From an optimization exercise on the open Yosys and OpenROAD flow, aimed at small area; shortcuts taken in it are not production practice.
Only simulation tests tie the RTL to the original design; equivalence was not proved.
The flow treats the clock pin as an ideal source, which a real chip does not have.
No activity file was given, so power comes from the tool's default toggle rates.

Setup of middle:
## rpc_phy
module rpc_phy #(
  parameter int unsigned WORD_WIDTH = 256
) (
  input  logic                    clk_0_i,
  input  logic                    rst_ni,
  input  logic [31:0]             cmd_i,
  input  logic                    cmd_valid_i,
  output logic                    cmd_ready_o,
  input  logic [WORD_WIDTH-1:0]   data_i,
  input  logic [63:0]             mask_i,
  output logic                    data_ready_o,
  output logic [WORD_WIDTH-1:0]   data_o,
  output logic                    data_valid_o,
  output logic                    data_last_o,
  output logic                    cs_n_o,
  output logic                    stb_o,
  output logic                    db_oe_o,
  output logic [31:0]             db_o,
  input  logic [31:0]             rd_slice_i,
  input  logic                    rd_slice_valid_i
);
  logic       stb_q, wr_q, rd_q;
  logic       dv_q, dl_q;
  logic [2:0] cnt_q;
  logic [2:0] left_q;
  logic       pre_q;
  logic       idle, accept, take, cnt_end, left_zero;
  logic       sel_cm, sel_ld, sel_sh, sel_hd;
  logic [WORD_WIDTH-1:0] word_q, word_d, up, cm;
  assign idle      = ~(stb_q | wr_q | rd_q);
  assign accept    = idle & cmd_valid_i;
  assign take      = rd_q & ~stb_q & rd_slice_valid_i;
  assign cnt_end   = (cnt_q == 3'd7);
  assign left_zero = (left_q == 3'd0);
  always_ff @(posedge clk_0_i or negedge rst_ni) begin
    if (!rst_ni) begin
      stb_q <= 1'b0;
  ...
Size in the first run: about 1100 cells after synthesis, ~270 flip-flops, ~11000 µm² of cells after synthesis.
==> flow/config.mk <==
export PLATFORM = sky130hd
export DESIGN_NAME = rpc_phy
export DESIGN_NICKNAME = rpc_phy
export VERILOG_FILES = /design/flow/design.v
export SDC_FILE = /design/flow/constraint.sdc
export NUM_CORES = 4
export LEC_CHECK = 0
export CAP_MARGIN = 20
export CORE_MARGIN = 2
export CORE_UTILIZATION = 40
export PLACE_DENSITY = 0.6
export SLEW_MARGIN = 20
==> flow/constraint.sdc <==
create_clock -name core_clock -period 5.0 [get_ports {clk_0_i}]
set_input_delay 1.0000 -clock core_clock [delete_from_list [all_inputs] [get_ports {clk_0_i}]]
set_output_delay 1.0000 -clock core_clock [all_outputs]
set_load 0.01 [all_outputs]
run.sh (not shown) runs the stock make flow with config.mk's settings and CLKGATE_MAP_FILE= SYNTH_SCRIPT=/design/flow/synth_recipe.tcl, a recipe that flattens the netlist after the stock synthesis.
middle is listed as incomplete: the tool reported an error in I/O pin placement and the run ended there.
--- input diff middle..east ---
--- a/flow/config.mk
+++ b/flow/config.mk
@@ -8,4 +8,4 @@
 export CAP_MARGIN = 20
-export CORE_MARGIN = 2
-export CORE_UTILIZATION = 40
+export CORE_AREA = 5 5 245 245
+export DIE_AREA = 0 0 250 250
 export PLACE_DENSITY = 0.6
Findings:
Comparing middle against east, there is no change at all in number of cells produced by synthesis. The lower width of the die came out of middle. When east is measured against middle, its initial core utilization turns out 21 points lower. In summary, east completed successfully, with a layout that passed the timing, design-rule and antenna checks. Between east and middle, the number of cell rows is lower for middle. Summary of east over middle: netlist area before placement held steady; die outline height went up 46%. Per the comparison of east with middle, mux cell area share after synthesis essentially unchanged; area fraction in compound gates after synthesis essentially unchanged. Diff east..middle | adder and majority gate portion of the synthesized area | unchanged.


The RTL this note starts from:
==> flow/design.v <==
`timescale 1ns/1ps
module rpc_phy #(
  parameter int unsigned WORD_WIDTH = 256
) (
  input  logic                    clk_0_i,
  input  logic                    rst_ni,
  input  logic [31:0]             cmd_i,
  input  logic                    cmd_valid_i,
  output logic                    cmd_ready_o,
  input  logic [WORD_WIDTH-1:0]   data_i,
  input  logic [63:0]             mask_i,
  output logic                    data_ready_o,
  output logic [WORD_WIDTH-1:0]   data_o,
  output logic                    data_valid_o,
  output logic                    data_last_o,
  output logic                    cs_n_o,
  output logic                    stb_o,
  output logic                    db_oe_o,
  output logic [31:0]             db_o,
  input  logic [31:0]             rd_slice_i,
  input  logic                    rd_slice_valid_i
);
  logic       stb_q, wr_q, rd_q;
  logic       dv_q, dl_q;
  logic [2:0] cnt_q;
  logic [2:0] left_q;
  logic       pre_q;
  logic       idle, accept, take, cnt_end, left_zero;
  logic       sel_cm, sel_ld, sel_sh, sel_hd;
  logic [WORD_WIDTH-1:0] word_q, word_d, up, cm;
  assign idle      = ~(stb_q | wr_q | rd_q);
  assign accept    = idle & cmd_valid_i;
  assign take      = rd_q & ~stb_q & rd_slice_valid_i;
  assign cnt_end   = (cnt_q == 3'd7);
  assign left_zero = (left_q == 3'd0);
  always_ff @(posedge clk_0_i or negedge rst_ni) begin
    if (!rst_ni) begin
      stb_q <= 1'b0;
      wr_q  <= 1'b0;
      rd_q  <= 1'b0;
      dv_q  <= 1'b0;
      dl_q  <= 1'b0;
    end else begin
      stb_q <= accept;
      if (accept)                                wr_q <= (cmd_i[31:30] == 2'b01);
      else if (wr_q & cnt_end & ~pre_q & left_zero) wr_q <= 1'b0;
      if (accept)                                rd_q <= (cmd_i[31:30] == 2'b10);
      else if (take & cnt_end & left_zero)       rd_q <= 1'b0;
      dv_q <= take & cnt_end;
      dl_q <= take & cnt_end & left_zero;
    end
  end
  always_ff @(posedge clk_0_i) begin
    if (accept) begin
      cnt_q  <= {cmd_i[30], 1'b0, cmd_i[30]};
      left_q <= cmd_i[29:27];
      pre_q  <= 1'b1;
    end else begin
      if (wr_q | take) cnt_q <= cnt_q + 3'd1;
      if (cnt_end & ((wr_q & ~pre_q) | take)) left_q <= left_q - 3'd1;
      if (wr_q & cnt_end) pre_q <= 1'b0;
    end
  end
  assign cmd_ready_o  = idle;
  assign cs_n_o       = idle;
  assign stb_o        = stb_q;
  assign db_oe_o      = stb_q | wr_q;
  assign data_ready_o = wr_q & cnt_end & (pre_q | ~left_zero);
  assign data_valid_o = dv_q;
  assign data_last_o  = dl_q;
  assign sel_cm = idle;
  assign sel_ld = wr_q & cnt_end;
  assign sel_hd = rd_q & ~rd_slice_valid_i;
  assign sel_sh = ~idle & ~sel_ld & ~sel_hd;
  assign cm = {{(WORD_WIDTH-96){1'b0}}, mask_i, cmd_i[15:0], cmd_i[31:16]};
  assign up = {rd_slice_i, word_q[WORD_WIDTH-1:32]};
  always_comb begin
    for (int i = 0; i < WORD_WIDTH; i++) begin
      if (i < 96)
        word_d[i] = (sel_cm & cm[i]) | (sel_ld & data_i[i]) | (sel_sh & up[i]) | (sel_hd & word_q[i]);
      else
        word_d[i] = (sel_ld & data_i[i]) | (sel_sh & up[i]) | (sel_hd & word_q[i]);
    end
  end
  logic [95:0]            low_q;
  logic [WORD_WIDTH-1:96] high_nq;
  always_ff @(posedge clk_0_i) begin
    low_q   <= word_d[95:0];
    high_nq <= ~word_d[WORD_WIDTH-1:96];
  end
  assign word_q = {~high_nq, low_q};
  assign data_o = word_q;
  assign db_o   = {word_q[15:0], word_q[31:16]};
endmodule
export LEC_CHECK = 0
export CAP_MARGIN = 20
export CORE_AREA = 5 5 245 245
export CTS_BUF_LIST = sky130_fd_sc_hd__clkbuf_2 sky130_fd_sc_hd__clkbuf_4
export DIE_AREA = 0 0 250 250
export PLACE_DENSITY = 0.6
export SLEW_MARGIN = 20
create_clock -name core_clock -period 5.0 [get_ports {clk_0_i}]
standard.sh (not shown) runs the stock make flow with config.mk's settings and CLKGATE_MAP_FILE= SYNTH_SCRIPT=/design/flow/synth_recipe.tcl, a recipe that flattens the netlist after the stock synthesis.
==> flow/flow/run.sh <==
#!/bin/bash
set -o pipefail
export BUFFER_PORTS_ARGS="-buffer_cell sky130_fd_sc_hd__buf_1"
bash standard.sh > standard_flow.log 2>&1
Next try:
--- a/flow/config.mk
+++ b/flow/config.mk
@@ -8,5 +8,7 @@
 export CAP_MARGIN = 20
 export CORE_AREA = 5 5 245 245
-export CTS_BUF_LIST = sky130_fd_sc_hd__clkbuf_2 sky130_fd_sc_hd__clkbuf_4
+export CTS_BUF_LIST = sky130_fd_sc_hd__clkbuf_16
+export CTS_CLUSTER_DIAMETER = 80
+export CTS_CLUSTER_SIZE = 30
 export DIE_AREA = 0 0 250 250
 export PLACE_DENSITY = 0.6
The new run finished with timing, DRC and antenna clean.
Routed wire length falls by 2.1%.
Hold slack loses 0.080 ns.
Clock power went down by 26%.
Via count decreases by 3.3%.
Next try:
--- a/flow/config.mk
+++ b/flow/config.mk
@@ -12,4 +12,4 @@
 export CTS_CLUSTER_SIZE = 30
 export DIE_AREA = 0 0 250 250
-export PLACE_DENSITY = 0.6
+export PLACE_DENSITY = 0.35
 export SLEW_MARGIN = 20
Worst setup slack improved by 0.026 ns.
Final cell count is higher slightly.
Clock-buffer cell count is higher by 8.
Power is higher by a little under a tenth.
Area after synthesis is unchanged.
Routed wire length is higher by about a fifth.
Design area is higher by a few percent.
Combinational power is higher by a few percent.
Sequential power is about the same.
Die area is unchanged.
Clock skew is higher by 0.017 ns.
Next try:
==> flow/flow/run.sh (replaced) <==
#!/bin/bash
set -o pipefail
export BUFFER_PORTS_ARGS="-buffer_cell sky130_fd_sc_hd__buf_1"
export POST_CTS_TCL="$PWD/flow/post_cts.tcl"
bash standard.sh > standard_flow.log 2>&1
==> flow/flow/post_cts.tcl (new file) <==
# Area recovery after clock tree synthesis: shrink cells that have timing
# slack to spare, then fix any slew or capacitance this leaves
repair_timing -recover_power 100 -setup_margin 0.3
estimate_parasitics -placement
repair_design -slew_margin 20 -cap_margin 20
detailed_placement
check_placement -verbose
--- a/flow/config.mk
+++ b/flow/config.mk
@@ -12,4 +12,4 @@
 export CTS_CLUSTER_SIZE = 30
 export DIE_AREA = 0 0 250 250
-export PLACE_DENSITY = 0.35
+export PLACE_DENSITY = 0.9
 export SLEW_MARGIN = 20
Result: Total power falls by 5.8%. Utilization falls by 0.49 points. Count of clock-buffer cells in the layout falls by 8. Design area falls by 2.0%. Clock skew falls by 0.015 ns. Combinational power barely changes. Cell count is about the same.


main:
Starts from the design.v that is shown in full above.
Settings: LEC_CHECK=0, CAP_MARGIN=20, CORE_AREA=5 5 245 245, CTS_BUF_LIST=sky130_fd_sc_hd__clkbuf_16, CTS_CLUSTER_DIAMETER=80, CTS_CLUSTER_SIZE=30, DIE_AREA=0 0 250 250, PLACE_DENSITY=0.75, SLEW_MARGIN=20; clock period 5.0 ns.
==> flow/flow/run.sh <==
#!/bin/bash
set -o pipefail
export BUFFER_PORTS_ARGS="-buffer_cell sky130_fd_sc_hd__buf_1"
export POST_CTS_TCL="$PWD/flow/post_cts.tcl"
bash standard.sh > standard_flow.log 2>&1
==> flow/flow/post_cts.tcl <==
# Area recovery after clock tree synthesis: shrink cells that have timing
# slack to spare, then fix any slew or capacitance this leaves
repair_timing -recover_power 100 -setup_margin 0.3
estimate_parasitics -placement
repair_design -slew_margin 20 -cap_margin 20
detailed_placement
check_placement -verbose
[inputs] the feature branch vs main
Settings: changing PLACE_DENSITY from 0.75 to 0.6.
Results
- Summary of the feature branch over main: core utilization of the finished layout stayed essentially flat; clock power rose by about 6%; global placer's final weighted congestion fell by 4.2%; design internal power rose by about 1.7%; worst hold margin stayed essentially flat.
- Diff the feature branch..main | post-detailed-routing wire length | negligible
- Between main and the feature branch, the share of the clock period used by the worst path after layout is higher for main.
- met2 routing resource usage after global routing ends up lower on the feature branch.

-- re-timing with driven ports --
How much do the figures lean on ideal ports? The routed layouts below were timed once more, with nothing changed but the port constraints.
Step 1: set_driving_cell puts a clkbuf_16 on clk_0_i and a buf_2 on each other input, an assumption about the parent block.
Step 2 also shifts input and output timing later by t, the mid clock arrival at the registers, as if the neighbouring blocks saw the same clock.
Three values: ideal ports, drivers, drivers and shift; two values: the first two.
run | shift t [ns] | slack for setup (ns) | hold WS [ns] | pins driven straight from the clock port
east | 0.614 | 1.701 / 1.650 / 1.992 | 0.461 / 0.461 / 0.461 | 1
the first run of note 2 | 0.798 | 1.859 / 1.805 / 1.912 | 0.412 / 0.382 / 0.428 | 1
the second run of note 2 | 0.583 | 2.079 / 2.023 / 1.943 | 0.332 / 0.314 / 0.442 | 1
the third run of note 2 | 0.603 | 2.105 / 2.058 / 2.281 | 0.289 / 0.287 / 0.431 | 1
the fourth run of note 2 | 0.575 | 1.530 / 1.482 / 1.901 | 0.301 / 0.361 / 0.452 | 1
main | 0.577 | 1.800 / 1.743 / 1.577 | 0.334 / 0.310 / 0.453 | 1
the feature branch | 0.584 | 1.967 / 1.910 / 1.951 | 0.333 / 0.315 / 0.456 | 1
After both steps every run listed still meets setup and hold. For main, which loses most, drivers alone change the setup slack by -0.057 ns; drivers and shift together by -0.223 ns.
